Background: an optimization exercise with open tools, aiming at small area, a short achievable clock period and few clock cycles per item. Do not read the settings as production practice. Only the layout flow was run in this run; the RTL was not checked for function there. Power figures rest on the tool's default switching activity, not on a simulated workload.

--- flow/config.mk ---
export PLATFORM = sky130hd
export DESIGN_NAME = running_mean_stddev
export DESIGN_NICKNAME = running_mean_stddev
export VERILOG_FILES = /design/flow/design.v
export SDC_FILE = /design/flow/constraint.sdc
export NUM_CORES = 4
export LEC_CHECK = 0
export CAP_MARGIN = 20
export CORE_MARGIN = 2
export CORE_UTILIZATION = 40
export SLEW_MARGIN = 20
--- flow/constraint.sdc ---
create_clock -name core_clock -period 11.0 [get_ports {aclk}]
set_input_delay 2.2000 -clock core_clock [delete_from_list [all_inputs] [get_ports {aclk}]]
set_output_delay 2.2000 -clock core_clock [all_outputs]
set_load 0.01 [all_outputs]
--- flow/design.v ---
package rms_pkg;
    localparam int CNT_W = 17;    
    localparam int SUM_W = 32;    
    localparam int SQ_W  = 47;    
    localparam logic [1:0] STATUS_OK       = 2'd0;
    localparam logic [1:0] STATUS_FEW      = 2'd1;
    localparam logic [1:0] STATUS_OVERFLOW = 2'd2;
endpackage
module running_mean_stddev #(
    parameter int MAX_COUNT   = 65536,
    parameter int FRAC_BITS   = 16
) (
    input  logic        aclk,
    input  logic        aresetn,
    input  logic        s_axis_tvalid,
    output logic        s_axis_tready,
    input  logic [15:0] s_axis_tdata,    
    input  logic        s_axis_tlast,
    output logic        m_axis_tvalid,
    input  logic        m_axis_tready,
    output logic [87:0] m_axis_tdata,    
    input  logic        psel,
    input  logic        penable,
    input  logic        pwrite,
    input  logic [1:0]  paddr,
    input  logic [31:0] pwdata,
    output logic [31:0] prdata,
    output logic        pready
);
    localparam int CW = rms_pkg::CNT_W;
    localparam int SW = rms_pkg::SUM_W;
    localparam int QW = rms_pkg::SQ_W;
    localparam logic [1:0] A_IDLE = 2'd0;
    localparam logic [1:0] A_PREP = 2'd1;
    localparam logic [1:0] A_RUN  = 2'd2;
    localparam logic [1:0] A_DONE = 2'd3;
    logic mode_reg;
    always_ff @(posedge aclk) begin
        if (!aresetn) mode_reg <= 1'b0;
        else if (psel && penable && pwrite && paddr == 2'd0) mode_reg <= pwdata[0];
    end
    assign pready = 1'b1;
    assign prdata = {31'd0, mode_reg};
    logic        f0_v, f0_l, f0_m;
    logic [15:0] f0_x;
    logic        rdy_reg;      
    logic        aok_reg;      
    logic [1:0]  a_st;
    logic [4:0]  a_step;
    logic        b_run, b_valid;
    logic [4:0]  b_step;
    logic acc_in, f0_hold, f0_go, a_load, b_free, a_hand;
    assign s_axis_tready = rdy_reg;
    assign acc_in  = s_axis_tvalid && rdy_reg;
    assign f0_hold = f0_v && f0_l && !aok_reg;
    assign f0_go   = f0_v && !f0_hold;
    assign a_load  = f0_go && f0_l;
    assign b_free  = !b_run && (!b_valid || m_axis_tready);
    assign a_hand  = (a_st == A_DONE) && b_free;
    logic [1:0] a_st_n;
    logic       f0_v_n, f0_l_n, b_run_n, b_valid_n, aok_n;
    always_comb begin
        a_st_n = a_st;
        unique case (a_st)
            A_IDLE: a_st_n = A_IDLE;
            A_PREP: a_st_n = A_RUN;
            A_RUN:  a_st_n = (a_step == 5'd0) ? A_DONE : A_RUN;
            A_DONE: a_st_n = a_hand ? A_IDLE : A_DONE;
            default: a_st_n = A_IDLE;
        endcase
        if (a_load) a_st_n = A_PREP;
    end
    assign b_run_n   = a_hand || (b_run && b_step != 5'd31);
    assign b_valid_n = (b_run && b_step == 5'd31) || (b_valid && !m_axis_tready);
    assign aok_n     = (a_st_n == A_IDLE) || (a_st_n == A_DONE && !b_run_n && !b_valid_n);
    assign f0_v_n    = f0_hold || acc_in;
    assign f0_l_n    = f0_hold || s_axis_tlast;
    always_ff @(posedge aclk) begin
        if (!aresetn) begin
            rdy_reg <= 1'b1;
            aok_reg <= 1'b1;
            f0_v    <= 1'b0;
            a_st    <= A_IDLE;
            b_run   <= 1'b0;
            b_valid <= 1'b0;
        end else begin
            rdy_reg <= !(f0_v_n && f0_l_n) || aok_n;
            aok_reg <= aok_n;
            f0_v    <= f0_v_n;
            a_st    <= a_st_n;
            b_run   <= b_run_n;
            b_valid <= b_valid_n;
        end
    end
    always_ff @(posedge aclk) begin
        if (!f0_hold) begin
            f0_x <= s_axis_tdata;
            f0_l <= s_axis_tlast;
            f0_m <= mode_reg;
        end
    end
    logic [CW-1:0] cnt_reg, cnt_n;
    logic [SW-1:0] sum_reg, sum_n;
    logic [QW-1:0] acc_s, acc_c, ns, nc;
    logic          ovf_reg, ovf_n, take, g, clear;
    logic [15:0]   x_eff;
    assign take  = !cnt_reg[CW-1];           
    assign g     = f0_go && take;
    assign x_eff = g ? f0_x : 16'd0;
    assign sum_n = sum_reg + {{(SW-16){x_eff[15]}}, x_eff};
    assign cnt_n = cnt_reg + CW'(g);
    assign ovf_n = ovf_reg | (f0_go && !take);
    assign clear = !aresetn || a_load;
    rms_sqacc u_sq (.x(x_eff), .acc_s(acc_s), .acc_c(acc_c), .ns(ns), .nc(nc));
    always_ff @(posedge aclk) begin
        cnt_reg <= clear ? '0 : cnt_n;
        sum_reg <= clear ? '0 : sum_n;
        acc_s   <= clear ? '0 : ns;
        acc_c   <= clear ? '0 : nc;
        ovf_reg <= clear ? 1'b0 : ovf_n;
    end
    logic [CW-1:0] an;
    logic [SW-1:0] as;         
    logic [QW-1:0] aq;         
    logic [63:0]   aN;         
    logic [33:0]   aD;
    logic          aneg, aovf, amode;
    logic [31:0] an32, lzx;
    logic [4:0]  lz_hi;
    logic        nb, mb;
    logic [63:0] a_r0, a_r1, a_r2, a_cs, a_cc;
    assign an32 = 32'(an);
    assign nb   = an32[a_step];
    assign mb   = as[a_step];
    assign lzx  = (as ^ {SW{as[SW-1]}}) | an32;
    always_comb begin
        lz_hi = 5'd0;
        for (int i = 0; i < 32; i++) if (lzx[i]) lz_hi = 5'(i);
    end
    assign a_r0 = {aN[62:0], 1'b0};
    assign a_r1 = nb ? 64'(aq) : 64'd0;
    assign a_r2 = ~(mb ? 64'(as) : 64'd0);
    assign a_cs = a_r0 ^ a_r1 ^ a_r2;
    assign a_cc = {((a_r0[62:0] & a_r1[62:0]) | (a_r0[62:0] & a_r2[62:0]) |
                    (a_r1[62:0] & a_r2[62:0])), 1'b1};
    always_ff @(posedge aclk) begin
        if (a_load) begin
            an    <= cnt_n;
            as    <= sum_n;
            aq    <= ns;
            aN    <= 64'(nc);
            aovf  <= ovf_n;
            amode <= f0_m && (cnt_n >= CW'(2));
        end else if (a_st == A_PREP) begin
            aq     <= aq + aN[QW-1:0];
            aneg   <= as[SW-1];
            as     <= as[SW-1] ? -as : as;
            a_step <= lz_hi + 5'(as[SW-1]);
            aN     <= '0;
            aD     <= '0;
        end else if (a_st == A_RUN) begin
            aN     <= a_cs + a_cc;
            aD     <= {aD[32:0], 1'b0} + (nb ? 34'(an - CW'(amode)) : 34'd0);
            a_step <= a_step - 5'd1;
        end
    end
    logic [64:0] bR;           
    logic [61:0] bP;
    logic [31:0] bL, bq, bZ;
    logic [33:0] bD;
    logic [15:0] brem;
    logic [CW-1:0] bn;
    logic [1:0]  bst;
    logic        bneg;
    logic        bs, bge;
    logic [64:0] b_t, b_x1, b_x2, b_cs, b_cc;
    logic [16:0] b_rem2;
    logic [17:0] b_diff;
    logic [47:0] b_dv;
    assign bs   = !bR[64];
    assign b_t  = {bR[62:0], bL[31:30]};
    assign b_x1 = {1'b0, bP, 2'b00} ^ {65{bs}};
    assign b_x2 = ~{31'd0, bD};
    assign b_cs = b_t ^ b_x1 ^ b_x2;
    assign b_cc = {((b_t[63:0] & b_x1[63:0]) | (b_t[63:0] & b_x2[63:0]) |
                    (b_x1[63:0] & b_x2[63:0])), 1'b1};
    assign b_rem2 = {brem, bZ[31]};
    assign b_diff = {1'b0, b_rem2} - {1'b0, bn};
    assign bge    = !b_diff[17];
    assign b_dv = aneg ? {as - 32'd1, 16'(-an)} : {as, 16'd0};
    always_ff @(posedge aclk) begin
        if (a_hand) begin
            bR   <= 65'(aN[63:32]);
            bL   <= aN[31:0];
            bP   <= '0;
            bD   <= aD;
            bn   <= an;
            bst  <= aovf ? rms_pkg::STATUS_OVERFLOW :
                    (an < CW'(2) ? rms_pkg::STATUS_FEW : rms_pkg::STATUS_OK);
            bneg <= aneg;
            brem <= b_dv[47:32];
            bZ   <= b_dv[31:0];
            b_step <= 5'd0;
        end else if (b_run) begin
            bR   <= b_cs + b_cc + 65'(bs);
            bP   <= {bP[60:0], 1'b0} + (bs ? 62'(bD) : ~{28'd0, bD}) + 62'(!bs);
            bq   <= {bq[30:0], bs};
            bL   <= {bL[29:0], 2'b00};
            brem <= bge ? b_diff[15:0] : b_rem2[15:0];
            bZ   <= {bZ[30:0], bge ^ bneg};
            b_step <= b_step + 5'd1;
        end
    end
    assign m_axis_tvalid = b_valid;
    assign m_axis_tdata  = {5'd0, bst, bn, bq[30:0], !bR[64], bZ};
endmodule
module rms_sqacc (
    input  logic [15:0]   x,
    input  logic [46:0]   acc_s,
    input  logic [46:0]   acc_c,
    output logic [46:0]   ns,
    output logic [46:0]   nc
);
    logic [14:0] y;
    assign y = x[14:0] ^ {15{x[15]}};
    logic t0_s, t0_c;
    logic t1_s, t1_c;
    logic t2_s, t2_c;
    logic t3_s, t3_c;
    logic t4_s, t4_c;
    logic t5_s, t5_c;
    logic t6_s, t6_c;
    logic t7_s, t7_c;
    logic t8_s, t8_c;
    logic t9_s, t9_c;
    logic t10_s, t10_c;
    logic t11_s, t11_c;
    logic t12_s, t12_c;
    logic t13_s, t13_c;
    logic t14_s, t14_c;
    logic t15_s, t15_c;
    logic t16_s, t16_c;
    logic t17_s, t17_c;
    logic t18_s, t18_c;
    logic t19_s, t19_c;
    logic t20_s, t20_c;
    logic t21_s, t21_c;
    logic t22_s, t22_c;
    logic t23_s, t23_c;
    logic t24_s, t24_c;
    logic t25_s, t25_c;
    logic t26_s, t26_c;
    logic t27_s, t27_c;
    logic t28_s, t28_c;
    logic t29_s, t29_c;
    logic t30_s, t30_c;
    logic t31_s, t31_c;
    logic t32_s, t32_c;
    logic t33_s, t33_c;
    logic t34_s, t34_c;
    logic t35_s, t35_c;
    logic t36_s, t36_c;
    logic t37_s, t37_c;
    logic t38_s, t38_c;
    logic t39_s, t39_c;
    logic t40_s, t40_c;
    logic t41_s, t41_c;
    logic t42_s, t42_c;
    logic t43_s, t43_c;
    logic t44_s, t44_c;
    logic t45_s, t45_c;
    logic t46_s, t46_c;
    logic t47_s, t47_c;
    logic t48_s, t48_c;
    logic t49_s, t49_c;
    logic t50_s, t50_c;
    logic t51_s, t51_c;
    logic t52_s, t52_c;
    logic t53_s, t53_c;
    logic t54_s, t54_c;
    logic t55_s, t55_c;
    logic t56_s, t56_c;
    logic t57_s, t57_c;
    logic t58_s, t58_c;
    logic t59_s, t59_c;
    logic t60_s, t60_c;
    logic t61_s, t61_c;
    logic t62_s, t62_c;
    logic t63_s, t63_c;
    logic t64_s, t64_c;
    logic t65_s, t65_c;
    logic t66_s, t66_c;
    logic t67_s, t67_c;
    logic t68_s, t68_c;
    logic t69_s, t69_c;
    logic t70_s, t70_c;
    logic t71_s, t71_c;
    logic t72_s, t72_c;
    logic t73_s, t73_c;
    logic t74_s, t74_c;
    logic t75_s, t75_c;
    logic t76_s, t76_c;
    logic t77_s, t77_c;
    logic t78_s, t78_c;
    logic t79_s, t79_c;
    logic t80_s, t80_c;
    logic t81_s, t81_c;
    logic t82_s, t82_c;
    logic t83_s, t83_c;
    logic t84_s, t84_c;
    logic t85_s, t85_c;
    logic t86_s, t86_c;
    logic t87_s, t87_c;
    logic t88_s, t88_c;
    logic t89_s, t89_c;
    logic t90_s, t90_c;
    logic t91_s, t91_c;
    logic t92_s, t92_c;
    logic t93_s, t93_c;
    logic t94_s, t94_c;
    logic t95_s, t95_c;
    logic t96_s, t96_c;
    logic t97_s, t97_c;
    logic t98_s, t98_c;
    logic t99_s, t99_c;
    logic t100_s, t100_c;
    logic t101_s, t101_c;
    logic t102_s, t102_c;
    logic t103_s, t103_c;
    logic t104_s, t104_c;
    logic t105_s, t105_c;
    logic t106_s, t106_c;
    logic t107_s, t107_c;
    logic t108_s, t108_c;
    logic t109_s, t109_c;
    logic t110_s, t110_c;
    logic t111_s, t111_c;
    logic t112_s, t112_c;
    logic t113_s, t113_c;
    logic t114_s, t114_c;
    logic t115_s, t115_c;
    logic t116_s, t116_c;
    logic t117_s, t117_c;
    logic t118_s, t118_c;
    logic t119_s, t119_c;
    logic t120_s, t120_c;
    logic t121_s, t121_c;
    logic t122_s, t122_c;
    logic t123_s, t123_c;
    logic t124_s, t124_c;
    logic t125_s, t125_c;
    logic t126_s, t126_c;
    logic t127_s, t127_c;
    logic t128_s, t128_c;
    logic t129_s, t129_c;
    logic t130_s, t130_c;
    logic t131_s, t131_c;
    logic t132_s, t132_c;
    logic t133_s, t133_c;
    logic t134_s, t134_c;
    logic t135_s, t135_c;
    logic t136_s, t136_c;
    logic t137_s, t137_c;
    logic t138_s, t138_c;
    logic t139_s, t139_c;
    logic t140_s, t140_c;
    logic t141_s, t141_c;
    logic t142_s, t142_c;
    logic t143_s, t143_c;
    logic t144_s, t144_c;
    logic t145_s, t145_c;
    logic t146_s, t146_c;
    logic t147_s, t147_c;
    logic t148_s, t148_c;
    logic t149_s, t149_c;
    logic t150_s, t150_c;
    logic t151_s, t151_c;
    logic t152_s, t152_c;
    logic t153_s, t153_c;
    logic t154_s, t154_c;
    logic t155_s, t155_c;
    logic t156_s, t156_c;
    logic t157_s, t157_c;
    logic t158_s, t158_c;
    logic t159_s, t159_c;
    logic t160_s, t160_c;
    logic t161_s, t161_c;
    logic t162_s, t162_c;
    logic t163_s, t163_c;
    logic t164_s, t164_c;
    logic t165_s, t165_c;
    logic t166_s, t166_c;
    logic t167_s, t167_c;
    logic t168_s, t168_c;
    logic t169_s, t169_c;
    logic t170_s, t170_c;
    logic t171_s, t171_c;
    logic t172_s, t172_c;
    logic t173_s, t173_c;
    logic t174_s, t174_c;
    logic t175_s, t175_c;
    logic t176_s, t176_c;
    logic t177_s, t177_c;
    logic t178_s, t178_c;
    logic t179_s, t179_c;
    logic t180_s, t180_c;
    logic t181_s, t181_c;
    assign t0_s = (y[0] & y[11]) ^ (y[1] & y[10]);
    assign t0_c = (y[0] & y[11]) & (y[1] & y[10]);
    assign t1_s = (y[0] & y[12]) ^ (y[1] & y[11]);
    assign t1_c = (y[0] & y[12]) & (y[1] & y[11]);
    assign t2_s = (y[0] & y[13]) ^ (y[1] & y[12]) ^ (y[2] & y[11]);
    assign t2_c = ((y[0] & y[13]) & (y[1] & y[12])) | ((y[0] & y[13]) & (y[2] & y[11])) | ((y[1] & y[12]) & (y[2] & y[11]));
    assign t3_s = (y[3] & y[10]) ^ (y[4] & y[9]);
    assign t3_c = (y[3] & y[10]) & (y[4] & y[9]);
    assign t4_s = (y[0] & y[14]) ^ (y[1] & y[13]) ^ (y[2] & y[12]);
    assign t4_c = ((y[0] & y[14]) & (y[1] & y[13])) | ((y[0] & y[14]) & (y[2] & y[12])) | ((y[1] & y[13]) & (y[2] & y[12]));
    assign t5_s = (y[3] & y[11]) ^ (y[4] & y[10]);
    assign t5_c = (y[3] & y[11]) & (y[4] & y[10]);
    assign t6_s = (y[1] & y[14]) ^ (y[2] & y[13]) ^ (y[3] & y[12]);
    assign t6_c = ((y[1] & y[14]) & (y[2] & y[13])) | ((y[1] & y[14]) & (y[3] & y[12])) | ((y[2] & y[13]) & (y[3] & y[12]));
    assign t7_s = (y[4] & y[11]) ^ (y[5] & y[10]);
    assign t7_c = (y[4] & y[11]) & (y[5] & y[10]);
    assign t8_s = (y[2] & y[14]) ^ (y[3] & y[13]);
    assign t8_c = (y[2] & y[14]) & (y[3] & y[13]);
    assign t9_s = (y[3] & y[14]) ^ (y[4] & y[13]);
    assign t9_c = (y[3] & y[14]) & (y[4] & y[13]);
    assign t10_s = (y[0] & y[5]) ^ (y[1] & y[4]);
    assign t10_c = (y[0] & y[5]) & (y[1] & y[4]);
    assign t11_s = (y[0] & y[6]) ^ (y[1] & y[5]);
    assign t11_c = (y[0] & y[6]) & (y[1] & y[5]);
    assign t12_s = (y[0] & y[7]) ^ (y[1] & y[6]) ^ (y[2] & y[5]);
    assign t12_c = ((y[0] & y[7]) & (y[1] & y[6])) | ((y[0] & y[7]) & (y[2] & y[5])) | ((y[1] & y[6]) & (y[2] & y[5]));
    assign t13_s = (y[3] & y[4]) ^ y[4];
    assign t13_c = (y[3] & y[4]) & y[4];
    assign t14_s = (y[0] & y[8]) ^ (y[1] & y[7]) ^ (y[2] & y[6]);
    assign t14_c = ((y[0] & y[8]) & (y[1] & y[7])) | ((y[0] & y[8]) & (y[2] & y[6])) | ((y[1] & y[7]) & (y[2] & y[6]));
    assign t15_s = (y[3] & y[5]) ^ (x[15] & y[8]);
    assign t15_c = (y[3] & y[5]) & (x[15] & y[8]);
    assign t16_s = (y[0] & y[9]) ^ (y[1] & y[8]) ^ (y[2] & y[7]);
    assign t16_c = ((y[0] & y[9]) & (y[1] & y[8])) | ((y[0] & y[9]) & (y[2] & y[7])) | ((y[1] & y[8]) & (y[2] & y[7]));
    assign t17_s = (y[3] & y[6]) ^ (y[4] & y[5]) ^ y[5];
    assign t17_c = ((y[3] & y[6]) & (y[4] & y[5])) | ((y[3] & y[6]) & y[5]) | ((y[4] & y[5]) & y[5]);
    assign t18_s = (x[15] & y[9]) ^ acc_s[10];
    assign t18_c = (x[15] & y[9]) & acc_s[10];
    assign t19_s = (y[0] & y[10]) ^ (y[1] & y[9]) ^ (y[2] & y[8]);
    assign t19_c = ((y[0] & y[10]) & (y[1] & y[9])) | ((y[0] & y[10]) & (y[2] & y[8])) | ((y[1] & y[9]) & (y[2] & y[8]));
    assign t20_s = (y[3] & y[7]) ^ (y[4] & y[6]) ^ (x[15] & y[10]);
    assign t20_c = ((y[3] & y[7]) & (y[4] & y[6])) | ((y[3] & y[7]) & (x[15] & y[10])) | ((y[4] & y[6]) & (x[15] & y[10]));
    assign t21_s = acc_s[11] ^ acc_c[11];
    assign t21_c = acc_s[11] & acc_c[11];
    assign t22_s = t0_s ^ (y[2] & y[9]) ^ (y[3] & y[8]);
    assign t22_c = (t0_s & (y[2] & y[9])) | (t0_s & (y[3] & y[8])) | ((y[2] & y[9]) & (y[3] & y[8]));
    assign t23_s = (y[4] & y[7]) ^ (y[5] & y[6]) ^ y[6];
    assign t23_c = ((y[4] & y[7]) & (y[5] & y[6])) | ((y[4] & y[7]) & y[6]) | ((y[5] & y[6]) & y[6]);
    assign t24_s = (x[15] & y[11]) ^ acc_s[12] ^ acc_c[12];
    assign t24_c = ((x[15] & y[11]) & acc_s[12]) | ((x[15] & y[11]) & acc_c[12]) | (acc_s[12] & acc_c[12]);
    assign t25_s = t0_c ^ t1_s ^ (y[2] & y[10]);
    assign t25_c = (t0_c & t1_s) | (t0_c & (y[2] & y[10])) | (t1_s & (y[2] & y[10]));
    assign t26_s = (y[3] & y[9]) ^ (y[4] & y[8]) ^ (y[5] & y[7]);
    assign t26_c = ((y[3] & y[9]) & (y[4] & y[8])) | ((y[3] & y[9]) & (y[5] & y[7])) | ((y[4] & y[8]) & (y[5] & y[7]));
    assign t27_s = (x[15] & y[12]) ^ acc_s[13] ^ acc_c[13];
    assign t27_c = ((x[15] & y[12]) & acc_s[13]) | ((x[15] & y[12]) & acc_c[13]) | (acc_s[13] & acc_c[13]);
    assign t28_s = t1_c ^ t2_s ^ t3_s;
    assign t28_c = (t1_c & t2_s) | (t1_c & t3_s) | (t2_s & t3_s);
    assign t29_s = (y[5] & y[8]) ^ (y[6] & y[7]) ^ y[7];
    assign t29_c = ((y[5] & y[8]) & (y[6] & y[7])) | ((y[5] & y[8]) & y[7]) | ((y[6] & y[7]) & y[7]);
    assign t30_s = (x[15] & y[13]) ^ acc_s[14] ^ acc_c[14];
    assign t30_c = ((x[15] & y[13]) & acc_s[14]) | ((x[15] & y[13]) & acc_c[14]) | (acc_s[14] & acc_c[14]);
    assign t31_s = t2_c ^ t3_c ^ t4_s;
    assign t31_c = (t2_c & t3_c) | (t2_c & t4_s) | (t3_c & t4_s);
    assign t32_s = t5_s ^ (y[5] & y[9]) ^ (y[6] & y[8]);
    assign t32_c = (t5_s & (y[5] & y[9])) | (t5_s & (y[6] & y[8])) | ((y[5] & y[9]) & (y[6] & y[8]));
    assign t33_s = (x[15] & y[14]) ^ acc_s[15] ^ acc_c[15];
    assign t33_c = ((x[15] & y[14]) & acc_s[15]) | ((x[15] & y[14]) & acc_c[15]) | (acc_s[15] & acc_c[15]);
    assign t34_s = t4_c ^ t5_c ^ t6_s;
    assign t34_c = (t4_c & t5_c) | (t4_c & t6_s) | (t5_c & t6_s);
    assign t35_s = t7_s ^ (y[6] & y[9]) ^ (y[7] & y[8]);
    assign t35_c = (t7_s & (y[6] & y[9])) | (t7_s & (y[7] & y[8])) | ((y[6] & y[9]) & (y[7] & y[8]));
    assign t36_s = y[8] ^ acc_s[16] ^ acc_c[16];
    assign t36_c = (y[8] & acc_s[16]) | (y[8] & acc_c[16]) | (acc_s[16] & acc_c[16]);
    assign t37_s = t6_c ^ t7_c ^ t8_s;
    assign t37_c = (t6_c & t7_c) | (t6_c & t8_s) | (t7_c & t8_s);
    assign t38_s = (y[4] & y[12]) ^ (y[5] & y[11]) ^ (y[6] & y[10]);
    assign t38_c = ((y[4] & y[12]) & (y[5] & y[11])) | ((y[4] & y[12]) & (y[6] & y[10])) | ((y[5] & y[11]) & (y[6] & y[10]));
    assign t39_s = (y[7] & y[9]) ^ acc_s[17] ^ acc_c[17];
    assign t39_c = ((y[7] & y[9]) & acc_s[17]) | ((y[7] & y[9]) & acc_c[17]) | (acc_s[17] & acc_c[17]);
    assign t40_s = t8_c ^ t9_s ^ (y[5] & y[12]);
    assign t40_c = (t8_c & t9_s) | (t8_c & (y[5] & y[12])) | (t9_s & (y[5] & y[12]));
    assign t41_s = (y[6] & y[11]) ^ (y[7] & y[10]) ^ (y[8] & y[9]);
    assign t41_c = ((y[6] & y[11]) & (y[7] & y[10])) | ((y[6] & y[11]) & (y[8] & y[9])) | ((y[7] & y[10]) & (y[8] & y[9]));
    assign t42_s = y[9] ^ acc_s[18] ^ acc_c[18];
    assign t42_c = (y[9] & acc_s[18]) | (y[9] & acc_c[18]) | (acc_s[18] & acc_c[18]);
    assign t43_s = t9_c ^ (y[4] & y[14]) ^ (y[5] & y[13]);
    assign t43_c = (t9_c & (y[4] & y[14])) | (t9_c & (y[5] & y[13])) | ((y[4] & y[14]) & (y[5] & y[13]));
    assign t44_s = (y[6] & y[12]) ^ (y[7] & y[11]) ^ (y[8] & y[10]);
    assign t44_c = ((y[6] & y[12]) & (y[7] & y[11])) | ((y[6] & y[12]) & (y[8] & y[10])) | ((y[7] & y[11]) & (y[8] & y[10]));
    assign t45_s = acc_s[19] ^ acc_c[19];
    assign t45_c = acc_s[19] & acc_c[19];
    assign t46_s = (y[5] & y[14]) ^ (y[6] & y[13]) ^ (y[7] & y[12]);
    assign t46_c = ((y[5] & y[14]) & (y[6] & y[13])) | ((y[5] & y[14]) & (y[7] & y[12])) | ((y[6] & y[13]) & (y[7] & y[12]));
    assign t47_s = (y[8] & y[11]) ^ (y[9] & y[10]) ^ y[10];
    assign t47_c = ((y[8] & y[11]) & (y[9] & y[10])) | ((y[8] & y[11]) & y[10]) | ((y[9] & y[10]) & y[10]);
    assign t48_s = acc_s[20] ^ acc_c[20];
    assign t48_c = acc_s[20] & acc_c[20];
    assign t49_s = (y[6] & y[14]) ^ (y[7] & y[13]) ^ (y[8] & y[12]);
    assign t49_c = ((y[6] & y[14]) & (y[7] & y[13])) | ((y[6] & y[14]) & (y[8] & y[12])) | ((y[7] & y[13]) & (y[8] & y[12]));
    assign t50_s = (y[9] & y[11]) ^ acc_s[21];
    assign t50_c = (y[9] & y[11]) & acc_s[21];
    assign t51_s = (y[7] & y[14]) ^ (y[8] & y[13]) ^ (y[9] & y[12]);
    assign t51_c = ((y[7] & y[14]) & (y[8] & y[13])) | ((y[7] & y[14]) & (y[9] & y[12])) | ((y[8] & y[13]) & (y[9] & y[12]));
    assign t52_s = (y[10] & y[11]) ^ y[11];
    assign t52_c = (y[10] & y[11]) & y[11];
    assign t53_s = (y[8] & y[14]) ^ (y[9] & y[13]);
    assign t53_c = (y[8] & y[14]) & (y[9] & y[13]);
    assign t54_s = (y[9] & y[14]) ^ (y[10] & y[13]);
    assign t54_c = (y[9] & y[14]) & (y[10] & y[13]);
    assign t55_s = (y[0] & y[1]) ^ y[1];
    assign t55_c = (y[0] & y[1]) & y[1];
    assign t56_s = (y[0] & y[2]) ^ (x[15] & y[2]);
    assign t56_c = (y[0] & y[2]) & (x[15] & y[2]);
    assign t57_s = (y[0] & y[3]) ^ (y[1] & y[2]) ^ y[2];
    assign t57_c = ((y[0] & y[3]) & (y[1] & y[2])) | ((y[0] & y[3]) & y[2]) | ((y[1] & y[2]) & y[2]);
    assign t58_s = (x[15] & y[3]) ^ acc_s[4];
    assign t58_c = (x[15] & y[3]) & acc_s[4];
    assign t59_s = (y[0] & y[4]) ^ (y[1] & y[3]) ^ (x[15] & y[4]);
    assign t59_c = ((y[0] & y[4]) & (y[1] & y[3])) | ((y[0] & y[4]) & (x[15] & y[4])) | ((y[1] & y[3]) & (x[15] & y[4]));
    assign t60_s = acc_s[5] ^ acc_c[5];
    assign t60_c = acc_s[5] & acc_c[5];
    assign t61_s = t10_s ^ (y[2] & y[3]) ^ y[3];
    assign t61_c = (t10_s & (y[2] & y[3])) | (t10_s & y[3]) | ((y[2] & y[3]) & y[3]);
    assign t62_s = (x[15] & y[5]) ^ acc_s[6] ^ acc_c[6];
    assign t62_c = ((x[15] & y[5]) & acc_s[6]) | ((x[15] & y[5]) & acc_c[6]) | (acc_s[6] & acc_c[6]);
    assign t63_s = t10_c ^ t11_s ^ (y[2] & y[4]);
    assign t63_c = (t10_c & t11_s) | (t10_c & (y[2] & y[4])) | (t11_s & (y[2] & y[4]));
    assign t64_s = (x[15] & y[6]) ^ acc_s[7] ^ acc_c[7];
    assign t64_c = ((x[15] & y[6]) & acc_s[7]) | ((x[15] & y[6]) & acc_c[7]) | (acc_s[7] & acc_c[7]);
    assign t65_s = t11_c ^ t12_s ^ t13_s;
    assign t65_c = (t11_c & t12_s) | (t11_c & t13_s) | (t12_s & t13_s);
    assign t66_s = (x[15] & y[7]) ^ acc_s[8] ^ acc_c[8];
    assign t66_c = ((x[15] & y[7]) & acc_s[8]) | ((x[15] & y[7]) & acc_c[8]) | (acc_s[8] & acc_c[8]);
    assign t67_s = t12_c ^ t13_c ^ t14_s;
    assign t67_c = (t12_c & t13_c) | (t12_c & t14_s) | (t13_c & t14_s);
    assign t68_s = t15_s ^ acc_s[9] ^ acc_c[9];
    assign t68_c = (t15_s & acc_s[9]) | (t15_s & acc_c[9]) | (acc_s[9] & acc_c[9]);
    assign t69_s = t14_c ^ t15_c ^ t16_s;
    assign t69_c = (t14_c & t15_c) | (t14_c & t16_s) | (t15_c & t16_s);
    assign t70_s = t17_s ^ t18_s ^ acc_c[10];
    assign t70_c = (t17_s & t18_s) | (t17_s & acc_c[10]) | (t18_s & acc_c[10]);
    assign t71_s = t16_c ^ t17_c ^ t18_c;
    assign t71_c = (t16_c & t17_c) | (t16_c & t18_c) | (t17_c & t18_c);
    assign t72_s = t19_s ^ t20_s ^ t21_s;
    assign t72_c = (t19_s & t20_s) | (t19_s & t21_s) | (t20_s & t21_s);
    assign t73_s = t19_c ^ t20_c ^ t21_c;
    assign t73_c = (t19_c & t20_c) | (t19_c & t21_c) | (t20_c & t21_c);
    assign t74_s = t22_s ^ t23_s ^ t24_s;
    assign t74_c = (t22_s & t23_s) | (t22_s & t24_s) | (t23_s & t24_s);
    assign t75_s = t22_c ^ t23_c ^ t24_c;
    assign t75_c = (t22_c & t23_c) | (t22_c & t24_c) | (t23_c & t24_c);
    assign t76_s = t25_s ^ t26_s ^ t27_s;
    assign t76_c = (t25_s & t26_s) | (t25_s & t27_s) | (t26_s & t27_s);
    assign t77_s = t25_c ^ t26_c ^ t27_c;
    assign t77_c = (t25_c & t26_c) | (t25_c & t27_c) | (t26_c & t27_c);
    assign t78_s = t28_s ^ t29_s ^ t30_s;
    assign t78_c = (t28_s & t29_s) | (t28_s & t30_s) | (t29_s & t30_s);
    assign t79_s = t28_c ^ t29_c ^ t30_c;
    assign t79_c = (t28_c & t29_c) | (t28_c & t30_c) | (t29_c & t30_c);
    assign t80_s = t31_s ^ t32_s ^ t33_s;
    assign t80_c = (t31_s & t32_s) | (t31_s & t33_s) | (t32_s & t33_s);
    assign t81_s = t31_c ^ t32_c ^ t33_c;
    assign t81_c = (t31_c & t32_c) | (t31_c & t33_c) | (t32_c & t33_c);
    assign t82_s = t34_s ^ t35_s ^ t36_s;
    assign t82_c = (t34_s & t35_s) | (t34_s & t36_s) | (t35_s & t36_s);
    assign t83_s = t34_c ^ t35_c ^ t36_c;
    assign t83_c = (t34_c & t35_c) | (t34_c & t36_c) | (t35_c & t36_c);
    assign t84_s = t37_s ^ t38_s ^ t39_s;
    assign t84_c = (t37_s & t38_s) | (t37_s & t39_s) | (t38_s & t39_s);
    assign t85_s = t37_c ^ t38_c ^ t39_c;
    assign t85_c = (t37_c & t38_c) | (t37_c & t39_c) | (t38_c & t39_c);
    assign t86_s = t40_s ^ t41_s ^ t42_s;
    assign t86_c = (t40_s & t41_s) | (t40_s & t42_s) | (t41_s & t42_s);
    assign t87_s = t40_c ^ t41_c ^ t42_c;
    assign t87_c = (t40_c & t41_c) | (t40_c & t42_c) | (t41_c & t42_c);
    assign t88_s = t43_s ^ t44_s ^ t45_s;
    assign t88_c = (t43_s & t44_s) | (t43_s & t45_s) | (t44_s & t45_s);
    assign t89_s = t43_c ^ t44_c ^ t45_c;
    assign t89_c = (t43_c & t44_c) | (t43_c & t45_c) | (t44_c & t45_c);
    assign t90_s = t46_s ^ t47_s ^ t48_s;
    assign t90_c = (t46_s & t47_s) | (t46_s & t48_s) | (t47_s & t48_s);
    assign t91_s = t46_c ^ t47_c ^ t48_c;
    assign t91_c = (t46_c & t47_c) | (t46_c & t48_c) | (t47_c & t48_c);
    assign t92_s = t49_s ^ t50_s ^ acc_c[21];
    assign t92_c = (t49_s & t50_s) | (t49_s & acc_c[21]) | (t50_s & acc_c[21]);
    assign t93_s = t49_c ^ t50_c ^ t51_s;
    assign t93_c = (t49_c & t50_c) | (t49_c & t51_s) | (t50_c & t51_s);
    assign t94_s = t52_s ^ acc_s[22] ^ acc_c[22];
    assign t94_c = (t52_s & acc_s[22]) | (t52_s & acc_c[22]) | (acc_s[22] & acc_c[22]);
    assign t95_s = t51_c ^ t52_c ^ t53_s;
    assign t95_c = (t51_c & t52_c) | (t51_c & t53_s) | (t52_c & t53_s);
    assign t96_s = (y[10] & y[12]) ^ acc_s[23] ^ acc_c[23];
    assign t96_c = ((y[10] & y[12]) & acc_s[23]) | ((y[10] & y[12]) & acc_c[23]) | (acc_s[23] & acc_c[23]);
    assign t97_s = t53_c ^ t54_s ^ (y[11] & y[12]);
    assign t97_c = (t53_c & t54_s) | (t53_c & (y[11] & y[12])) | (t54_s & (y[11] & y[12]));
    assign t98_s = y[12] ^ acc_s[24] ^ acc_c[24];
    assign t98_c = (y[12] & acc_s[24]) | (y[12] & acc_c[24]) | (acc_s[24] & acc_c[24]);
    assign t99_s = t54_c ^ (y[10] & y[14]) ^ (y[11] & y[13]);
    assign t99_c = (t54_c & (y[10] & y[14])) | (t54_c & (y[11] & y[13])) | ((y[10] & y[14]) & (y[11] & y[13]));
    assign t100_s = acc_s[25] ^ acc_c[25];
    assign t100_c = acc_s[25] & acc_c[25];
    assign t101_s = (y[11] & y[14]) ^ (y[12] & y[13]) ^ y[13];
    assign t101_c = ((y[11] & y[14]) & (y[12] & y[13])) | ((y[11] & y[14]) & y[13]) | ((y[12] & y[13]) & y[13]);
    assign t102_s = acc_s[26] ^ acc_c[26];
    assign t102_c = acc_s[26] & acc_c[26];
    assign t103_s = (y[12] & y[14]) ^ acc_s[27];
    assign t103_c = (y[12] & y[14]) & acc_s[27];
    assign t104_s = (y[13] & y[14]) ^ y[14];
    assign t104_c = (y[13] & y[14]) & y[14];
    assign t105_s = y[0] ^ x[15];
    assign t105_c = y[0] & x[15];
    assign t106_s = (x[15] & y[0]) ^ acc_s[1];
    assign t106_c = (x[15] & y[0]) & acc_s[1];
    assign t107_s = t55_s ^ (x[15] & y[1]) ^ acc_s[2];
    assign t107_c = (t55_s & (x[15] & y[1])) | (t55_s & acc_s[2]) | ((x[15] & y[1]) & acc_s[2]);
    assign t108_s = t55_c ^ t56_s ^ acc_s[3];
    assign t108_c = (t55_c & t56_s) | (t55_c & acc_s[3]) | (t56_s & acc_s[3]);
    assign t109_s = t56_c ^ t57_s ^ t58_s;
    assign t109_c = (t56_c & t57_s) | (t56_c & t58_s) | (t57_s & t58_s);
    assign t110_s = t57_c ^ t58_c ^ t59_s;
    assign t110_c = (t57_c & t58_c) | (t57_c & t59_s) | (t58_c & t59_s);
    assign t111_s = t59_c ^ t60_c ^ t61_s;
    assign t111_c = (t59_c & t60_c) | (t59_c & t61_s) | (t60_c & t61_s);
    assign t112_s = t61_c ^ t62_c ^ t63_s;
    assign t112_c = (t61_c & t62_c) | (t61_c & t63_s) | (t62_c & t63_s);
    assign t113_s = t63_c ^ t64_c ^ t65_s;
    assign t113_c = (t63_c & t64_c) | (t63_c & t65_s) | (t64_c & t65_s);
    assign t114_s = t65_c ^ t66_c ^ t67_s;
    assign t114_c = (t65_c & t66_c) | (t65_c & t67_s) | (t66_c & t67_s);
    assign t115_s = t67_c ^ t68_c ^ t69_s;
    assign t115_c = (t67_c & t68_c) | (t67_c & t69_s) | (t68_c & t69_s);
    assign t116_s = t69_c ^ t70_c ^ t71_s;
    assign t116_c = (t69_c & t70_c) | (t69_c & t71_s) | (t70_c & t71_s);
    assign t117_s = t71_c ^ t72_c ^ t73_s;
    assign t117_c = (t71_c & t72_c) | (t71_c & t73_s) | (t72_c & t73_s);
    assign t118_s = t73_c ^ t74_c ^ t75_s;
    assign t118_c = (t73_c & t74_c) | (t73_c & t75_s) | (t74_c & t75_s);
    assign t119_s = t75_c ^ t76_c ^ t77_s;
    assign t119_c = (t75_c & t76_c) | (t75_c & t77_s) | (t76_c & t77_s);
    assign t120_s = t77_c ^ t78_c ^ t79_s;
    assign t120_c = (t77_c & t78_c) | (t77_c & t79_s) | (t78_c & t79_s);
    assign t121_s = t79_c ^ t80_c ^ t81_s;
    assign t121_c = (t79_c & t80_c) | (t79_c & t81_s) | (t80_c & t81_s);
    assign t122_s = t81_c ^ t82_c ^ t83_s;
    assign t122_c = (t81_c & t82_c) | (t81_c & t83_s) | (t82_c & t83_s);
    assign t123_s = t83_c ^ t84_c ^ t85_s;
    assign t123_c = (t83_c & t84_c) | (t83_c & t85_s) | (t84_c & t85_s);
    assign t124_s = t85_c ^ t86_c ^ t87_s;
    assign t124_c = (t85_c & t86_c) | (t85_c & t87_s) | (t86_c & t87_s);
    assign t125_s = t87_c ^ t88_c ^ t89_s;
    assign t125_c = (t87_c & t88_c) | (t87_c & t89_s) | (t88_c & t89_s);
    assign t126_s = t89_c ^ t90_c ^ t91_s;
    assign t126_c = (t89_c & t90_c) | (t89_c & t91_s) | (t90_c & t91_s);
    assign t127_s = t91_c ^ t92_c ^ t93_s;
    assign t127_c = (t91_c & t92_c) | (t91_c & t93_s) | (t92_c & t93_s);
    assign t128_s = t93_c ^ t94_c ^ t95_s;
    assign t128_c = (t93_c & t94_c) | (t93_c & t95_s) | (t94_c & t95_s);
    assign t129_s = t95_c ^ t96_c ^ t97_s;
    assign t129_c = (t95_c & t96_c) | (t95_c & t97_s) | (t96_c & t97_s);
    assign t130_s = t97_c ^ t98_c ^ t99_s;
    assign t130_c = (t97_c & t98_c) | (t97_c & t99_s) | (t98_c & t99_s);
    assign t131_s = t99_c ^ t100_c ^ t101_s;
    assign t131_c = (t99_c & t100_c) | (t99_c & t101_s) | (t100_c & t101_s);
    assign t132_s = t101_c ^ t102_c ^ t103_s;
    assign t132_c = (t101_c & t102_c) | (t101_c & t103_s) | (t102_c & t103_s);
    assign t133_s = t103_c ^ t104_s ^ acc_s[28];
    assign t133_c = (t103_c & t104_s) | (t103_c & acc_s[28]) | (t104_s & acc_s[28]);
    assign t134_s = t104_c ^ acc_s[29];
    assign t134_c = t104_c & acc_s[29];
    assign t135_s = t105_s ^ acc_s[0];
    assign t135_c = t105_s & acc_s[0];
    assign t136_s = t105_c ^ t106_s ^ acc_c[1];
    assign t136_c = (t105_c & t106_s) | (t105_c & acc_c[1]) | (t106_s & acc_c[1]);
    assign t137_s = t106_c ^ t107_s ^ acc_c[2];
    assign t137_c = (t106_c & t107_s) | (t106_c & acc_c[2]) | (t107_s & acc_c[2]);
    assign t138_s = t107_c ^ t108_s ^ acc_c[3];
    assign t138_c = (t107_c & t108_s) | (t107_c & acc_c[3]) | (t108_s & acc_c[3]);
    assign t139_s = t108_c ^ t109_s ^ acc_c[4];
    assign t139_c = (t108_c & t109_s) | (t108_c & acc_c[4]) | (t109_s & acc_c[4]);
    assign t140_s = t109_c ^ t110_s ^ t60_s;
    assign t140_c = (t109_c & t110_s) | (t109_c & t60_s) | (t110_s & t60_s);
    assign t141_s = t110_c ^ t111_s ^ t62_s;
    assign t141_c = (t110_c & t111_s) | (t110_c & t62_s) | (t111_s & t62_s);
    assign t142_s = t111_c ^ t112_s ^ t64_s;
    assign t142_c = (t111_c & t112_s) | (t111_c & t64_s) | (t112_s & t64_s);
    assign t143_s = t112_c ^ t113_s ^ t66_s;
    assign t143_c = (t112_c & t113_s) | (t112_c & t66_s) | (t113_s & t66_s);
    assign t144_s = t113_c ^ t114_s ^ t68_s;
    assign t144_c = (t113_c & t114_s) | (t113_c & t68_s) | (t114_s & t68_s);
    assign t145_s = t114_c ^ t115_s ^ t70_s;
    assign t145_c = (t114_c & t115_s) | (t114_c & t70_s) | (t115_s & t70_s);
    assign t146_s = t115_c ^ t116_s ^ t72_s;
    assign t146_c = (t115_c & t116_s) | (t115_c & t72_s) | (t116_s & t72_s);
    assign t147_s = t116_c ^ t117_s ^ t74_s;
    assign t147_c = (t116_c & t117_s) | (t116_c & t74_s) | (t117_s & t74_s);
    assign t148_s = t117_c ^ t118_s ^ t76_s;
    assign t148_c = (t117_c & t118_s) | (t117_c & t76_s) | (t118_s & t76_s);
    assign t149_s = t118_c ^ t119_s ^ t78_s;
    assign t149_c = (t118_c & t119_s) | (t118_c & t78_s) | (t119_s & t78_s);
    assign t150_s = t119_c ^ t120_s ^ t80_s;
    assign t150_c = (t119_c & t120_s) | (t119_c & t80_s) | (t120_s & t80_s);
    assign t151_s = t120_c ^ t121_s ^ t82_s;
    assign t151_c = (t120_c & t121_s) | (t120_c & t82_s) | (t121_s & t82_s);
    assign t152_s = t121_c ^ t122_s ^ t84_s;
    assign t152_c = (t121_c & t122_s) | (t121_c & t84_s) | (t122_s & t84_s);
    assign t153_s = t122_c ^ t123_s ^ t86_s;
    assign t153_c = (t122_c & t123_s) | (t122_c & t86_s) | (t123_s & t86_s);
    assign t154_s = t123_c ^ t124_s ^ t88_s;
    assign t154_c = (t123_c & t124_s) | (t123_c & t88_s) | (t124_s & t88_s);
    assign t155_s = t124_c ^ t125_s ^ t90_s;
    assign t155_c = (t124_c & t125_s) | (t124_c & t90_s) | (t125_s & t90_s);
    assign t156_s = t125_c ^ t126_s ^ t92_s;
    assign t156_c = (t125_c & t126_s) | (t125_c & t92_s) | (t126_s & t92_s);
    assign t157_s = t126_c ^ t127_s ^ t94_s;
    assign t157_c = (t126_c & t127_s) | (t126_c & t94_s) | (t127_s & t94_s);
    assign t158_s = t127_c ^ t128_s ^ t96_s;
    assign t158_c = (t127_c & t128_s) | (t127_c & t96_s) | (t128_s & t96_s);
    assign t159_s = t128_c ^ t129_s ^ t98_s;
    assign t159_c = (t128_c & t129_s) | (t128_c & t98_s) | (t129_s & t98_s);
    assign t160_s = t129_c ^ t130_s ^ t100_s;
    assign t160_c = (t129_c & t130_s) | (t129_c & t100_s) | (t130_s & t100_s);
    assign t161_s = t130_c ^ t131_s ^ t102_s;
    assign t161_c = (t130_c & t131_s) | (t130_c & t102_s) | (t131_s & t102_s);
    assign t162_s = t131_c ^ t132_s ^ acc_c[27];
    assign t162_c = (t131_c & t132_s) | (t131_c & acc_c[27]) | (t132_s & acc_c[27]);
    assign t163_s = t132_c ^ t133_s ^ acc_c[28];
    assign t163_c = (t132_c & t133_s) | (t132_c & acc_c[28]) | (t133_s & acc_c[28]);
    assign t164_s = t133_c ^ t134_s ^ acc_c[29];
    assign t164_c = (t133_c & t134_s) | (t133_c & acc_c[29]) | (t134_s & acc_c[29]);
    assign t165_s = t134_c ^ acc_s[30] ^ acc_c[30];
    assign t165_c = (t134_c & acc_s[30]) | (t134_c & acc_c[30]) | (acc_s[30] & acc_c[30]);
    assign t166_s = acc_s[31] ^ acc_c[31];
    assign t166_c = acc_s[31] & acc_c[31];
    assign t167_s = acc_s[32] ^ acc_c[32];
    assign t167_c = acc_s[32] & acc_c[32];
    assign t168_s = acc_s[33] ^ acc_c[33];
    assign t168_c = acc_s[33] & acc_c[33];
    assign t169_s = acc_s[34] ^ acc_c[34];
    assign t169_c = acc_s[34] & acc_c[34];
    assign t170_s = acc_s[35] ^ acc_c[35];
    assign t170_c = acc_s[35] & acc_c[35];
    assign t171_s = acc_s[36] ^ acc_c[36];
    assign t171_c = acc_s[36] & acc_c[36];
    assign t172_s = acc_s[37] ^ acc_c[37];
    assign t172_c = acc_s[37] & acc_c[37];
    assign t173_s = acc_s[38] ^ acc_c[38];
    assign t173_c = acc_s[38] & acc_c[38];
    assign t174_s = acc_s[39] ^ acc_c[39];
    assign t174_c = acc_s[39] & acc_c[39];
    assign t175_s = acc_s[40] ^ acc_c[40];
    assign t175_c = acc_s[40] & acc_c[40];
    assign t176_s = acc_s[41] ^ acc_c[41];
    assign t176_c = acc_s[41] & acc_c[41];
    assign t177_s = acc_s[42] ^ acc_c[42];
    assign t177_c = acc_s[42] & acc_c[42];
    assign t178_s = acc_s[43] ^ acc_c[43];
    assign t178_c = acc_s[43] & acc_c[43];
    assign t179_s = acc_s[44] ^ acc_c[44];
    assign t179_c = acc_s[44] & acc_c[44];
    assign t180_s = acc_s[45] ^ acc_c[45];
    assign t180_c = acc_s[45] & acc_c[45];
    assign t181_s = acc_s[46] ^ acc_c[46];
    assign t181_c = acc_s[46] & acc_c[46];
    assign ns[0] = t135_s;
    assign nc[0] = acc_c[0];
    assign ns[1] = t135_c;
    assign nc[1] = t136_s;
    assign ns[2] = t136_c;
    assign nc[2] = t137_s;
    assign ns[3] = t137_c;
    assign nc[3] = t138_s;
    assign ns[4] = t138_c;
    assign nc[4] = t139_s;
    assign ns[5] = t139_c;
    assign nc[5] = t140_s;
    assign ns[6] = t140_c;
    assign nc[6] = t141_s;
    assign ns[7] = t141_c;
    assign nc[7] = t142_s;
    assign ns[8] = t142_c;
    assign nc[8] = t143_s;
    assign ns[9] = t143_c;
    assign nc[9] = t144_s;
    assign ns[10] = t144_c;
    assign nc[10] = t145_s;
    assign ns[11] = t145_c;
    assign nc[11] = t146_s;
    assign ns[12] = t146_c;
    assign nc[12] = t147_s;
    assign ns[13] = t147_c;
    assign nc[13] = t148_s;
    assign ns[14] = t148_c;
    assign nc[14] = t149_s;
    assign ns[15] = t149_c;
    assign nc[15] = t150_s;
    assign ns[16] = t150_c;
    assign nc[16] = t151_s;
    assign ns[17] = t151_c;
    assign nc[17] = t152_s;
    assign ns[18] = t152_c;
    assign nc[18] = t153_s;
    assign ns[19] = t153_c;
    assign nc[19] = t154_s;
    assign ns[20] = t154_c;
    assign nc[20] = t155_s;
    assign ns[21] = t155_c;
    assign nc[21] = t156_s;
    assign ns[22] = t156_c;
    assign nc[22] = t157_s;
    assign ns[23] = t157_c;
    assign nc[23] = t158_s;
    assign ns[24] = t158_c;
    assign nc[24] = t159_s;
    assign ns[25] = t159_c;
    assign nc[25] = t160_s;
    assign ns[26] = t160_c;
    assign nc[26] = t161_s;
    assign ns[27] = t161_c;
    assign nc[27] = t162_s;
    assign ns[28] = t162_c;
    assign nc[28] = t163_s;
    assign ns[29] = t163_c;
    assign nc[29] = t164_s;
    assign ns[30] = t164_c;
    assign nc[30] = t165_s;
    assign ns[31] = t165_c;
    assign nc[31] = t166_s;
    assign ns[32] = t166_c;
    assign nc[32] = t167_s;
    assign ns[33] = t167_c;
    assign nc[33] = t168_s;
    assign ns[34] = t168_c;
    assign nc[34] = t169_s;
    assign ns[35] = t169_c;
    assign nc[35] = t170_s;
    assign ns[36] = t170_c;
    assign nc[36] = t171_s;
    assign ns[37] = t171_c;
    assign nc[37] = t172_s;
    assign ns[38] = t172_c;
    assign nc[38] = t173_s;
    assign ns[39] = t173_c;
    assign nc[39] = t174_s;
    assign ns[40] = t174_c;
    assign nc[40] = t175_s;
    assign ns[41] = t175_c;
    assign nc[41] = t176_s;
    assign ns[42] = t176_c;
    assign nc[42] = t177_s;
    assign ns[43] = t177_c;
    assign nc[43] = t178_s;
    assign ns[44] = t178_c;
    assign nc[44] = t179_s;
    assign ns[45] = t179_c;
    assign nc[45] = t180_s;
    assign ns[46] = t180_c;
    assign nc[46] = t181_s;
endmodule
--- flow/run.sh ---
#!/bin/bash
# synth_recipe.tcl (not shown) runs the flow's synth.tcl, then flattens the netlist and writes it again
# the make line also repeats each setting of config.mk as NAME=value (left out here)
make -C /OpenROAD-flow-scripts/flow DESIGN_CONFIG=/design/flow/config.mk WORK_HOME=/design/flow/orfs CLKGATE_MAP_FILE= SYNTH_SCRIPT=/design/flow/synth_recipe.tcl finish
==> results.txt <==
* Status: finished clean
* Synth top area cells: edfxtp_1 23%, ha_1 11%, dfxtp_1 10%
* Hold WC Path Type: flop to flop
* Register area share after synthesis at 0.336
* TritonCTS Buffers at 82
* Sink Count at 667
* Synth Cell Area at roughly 0.052 mm2
* Initial antenna violation count at 5
* Share of cells above drive strength 1 at 0.0515
* Largest net degree at the start of global routing at 99
* Storage cell area at ~0.017 mm2
* Minimum period implied by the final worst setup slack at 6.95 ns
* Row count at approximately 130
* Most frequent cell after synthesis: inv_1
* Crit path largest cell delay at 0.96 ns
* Final period util at 0.632
* IO Pins at around 180
* Yosys top cell by area: edfxtp_1
* Synth top cells by count: 623 x inv_1, 514 x nand2_1, 443 x nor2_1, 438 x ha_1, 400 x edfxtp_1
* Post-layout power at between 10000 and 15000 uW
* Setup Skew at around 0.057 ns
* Final design utilization at 0.445
* CTS HTree Levels at 3
* Sw frac at 0.433
* Fill cells at 12400
* Path depth of the worst reg2reg path at 21
* Fin Hold WS at between 0.4 and 0.5 ns
* Clk pwr share at 0.195
* Buffers & Inverters on Critical Path at 1
* Startpoint types: flop
* Req. time, crit path at about 12 ns
* Largest regs: aN (64), bR (64), bP (62)
* Syn. warnings at 1
* Yosys top cell area share at 0.232
* Post-synth EDFFs at 400
* Mapped Cells at 5777
* DIE HEIGHT at 364 um
* DR vias/cell at ~5.4
* Die Area at 0.132 mm2
* Critical path class: flop to flop
* Dpl cell area at 0.0540 mm2
* IO buf count at 112
* First-pass detailed-route iteration total at 5
* First-iteration detailed-routing DRC count at 2996
* Layout Nets at 6433
* Power density cells at ~260 mW/mm2
* Async S/R FF share, synth at 0
* Gpl congestion at about 0.9
* Area grow syn2layout at 10.0%
* WL/cell at 18.2 um
* Clk slew on worst S/H paths at around 0.06 ns
* Final wirelength at 136000 um
* Switch Pwr at 6420 uW
* Clock Tree Buf Depth at 3
* Area of the multi-input gates at a little over 0.03 mm2
* Vias in the first global route at ~40000
* Unrepaired setup endpoints after global routing: false
* Pins Over Slew Limit at 0
* Post-DP HPWL at 101000 um
* Initial core utilization at 0.404
* Slew @ Worst Pin at approximately 1.1 ns
* Max_cap viols at 0
* DR vias at just over 40000
* DRC violations left at 0
* Critical Path AT at about 7.5 ns
* Postcts setup bufs at 0
* Final setup vio count at 0
* Crit path max-delay family: compound AO/OA/AOI/OAI gates
* VDD IR-drop max at ~140 uV
* Hold-fix buffers, CTS at 0
* Fmax at roughly 140 MHz
* Setup TNS at 0 ns
* FF+latch count, synth at approximately 670
* Total grt overflow at 0
* Pint at between 8000 and 9000 uW
* Core footprint at approximately 0.13 mm2
* Global-route wire length before repair at about 220000 um
* Avg Synthesized Cell Area at 8.95 um2
* Leak at 0.0247 uW
* Logic pwr share at 0.574
* CTS tree: built
* Cell at the slowest stage of the critical path: edfxtp_1
* Worst Hold Depth at 0
* Final std cell area, no fill at between 0.05 and 0.06 mm2
* Die W at 364 um
* Post-route ant nets at 0
* CP Max Fanout at 31
* Synth Flop Type: edfxtp_1
* CP endpoint kind: flop
* Seq pwr share at 0.231
* Worst skew pair latency at ~0.7 ns
* Total GRT Usage at 0.205
* Netlist cell types at 110
* Resized Gates After CTS at 0
* Crit. path cell count at 21
* Final Hold Vio Count at 0
* Root buffer cell: clkbuf_16
* Rel. slew slack at 0.268
* Diodes inserted at 0
* Crit path cell chain: mux2_2 > nand2_1 > o311ai_0 > o22ai_1 > nor3_1 > nor2_4 > nor2b_1 > fa_1 > inv_1 > ha_1 > nand2_1 > o21ai_0 > nor2b_1 > a2111oi_0 > o2111ai_1 > nand3_1 > a31oi_1 > o21bai_1 > a21o_1 > a21o_1 > mux2_2
## metal layers
| metal | share of wire | global-route usage | vias up |
|---|---|---|---|
| li1 | - | - | 19900 |
| met1 | 0.45 | 0.273 | 19500 |
| met2 | 0.47 | 0.338 | 965 |
| met3 | 0.054 | 0.0329 | 216 |
| met4 | 0.029 | 0.0647 | 6 |
| met5 | 0.00027 | 0 | - |
## path summary, 6_finish.rpt
| kind | from | end | slack [ns] |
|---|---|---|---|
| max | a_step[0] | aN[63] | 4.05 |
| min | aD[33] | bD[33] | 0.43 |
| max reg2reg | a_step[0] | aN[63] | 4.05 |
| min reg2reg | aD[33] | bD[33] | 0.43 |
## area by class of cell
cell class | instances | share of cell area
Clock buffer | 103 | 0.0398
Clock inverter | 51 | 0.0110
Sequential cell | 667 | 0.305
Timing Repair Buffer | 153 | 0.0250
Inverter | 625 | 0.0414
Multi-Input combinational cell | 4209 | 0.541
Tap cell | 1662 | 0.0365
## power groups by stage
stage | registers (uW) | logic, uW | clock network (uW)
2_1_floorplan | 3350 | 6700 | 0
3_3_place_gp | 3470 | 8320 | 0
3_5_place_dp | 3470 | 8400 | 0
4_1_cts | 3420 | 8460 | 2960
5_1_grt | 3450 | 9550 | 3060
6_report | 3420 | 8490 | 2890
## kinds of logic after synthesis
family,Yosys count,synth area share
buffers and inverters,936,0.0727
other,2,0.000145
flip-flops,667,0.336
XOR/XNOR,454,0.0769
AND/OR/NAND/NOR,1640,0.151
AO/OA/AOI/OAI,1412,0.173
adder cells (fa/ha/maj),637,0.183
multiplexers,29,0.00794
## placed cells by master (no fill, tap or decap), types with 41 or more instances in the layout
cell,netlist,routed
inv_1,623,619
nor3_1,103,103
dfxtp_1,267,265
and3_1,127,127
buf_4,41,41
edfxtp_1,400,400
clkdlybuf4s50_1,0,111
nand3_1,92,91
fa_1,199,199
o22ai_1,80,80
a21o_1,166,166
nand2_1,514,512
xnor2_1,232,232
clkbuf_16,0,84
a31oi_1,52,52
a211oi_1,46,46
a21oi_1,369,369
nor2_1,443,442
xor2_1,222,222
or2_2,42,42
ha_1,438,437
o21ai_0,355,355
nand4_1,58,58
nand2b_1,54,54
nor2b_1,78,78
o21bai_1,58,58
## through the flow
stage,worst slack (ns),std cells
6_report,4.05,7470
5_1_grt,3.53,7470
4_1_cts,4.13,7470
3_5_place_dp,4.23,7316
3_3_place_gp,3.94,7316
2_1_floorplan,4.24,5812

-- re-timing with driven ports --
Ports are ideal in the flow. The routed layout listed here was re-timed in OpenROAD. Step 1: set_driving_cell puts a clkbuf_16 on aclk and a buf_2 on each other input, an assumption about the parent block. Step 2 adds t to the input delays and takes it off the output delays; t is the mean of the earliest and latest rising clock arrival at the registers after step 1. Input paths then give back, and output paths get back, about the clock's delay inside the block. Slacks: ideal / step 1 / step 2; pairs: ideal / step 1.
t (ns): 0.762
setup slack, ns: 4.052 / 4.052 / 4.052
worst setup path at the end: register to register
latest minus earliest clock arrival (ns): 0.061 / 0.062
worst slew at a driven data input, ns: 0.05
After both steps setup and hold are still met in this run. The setup slack of this run moves by 0.000 ns with the drivers and by 0.000 ns with both steps.
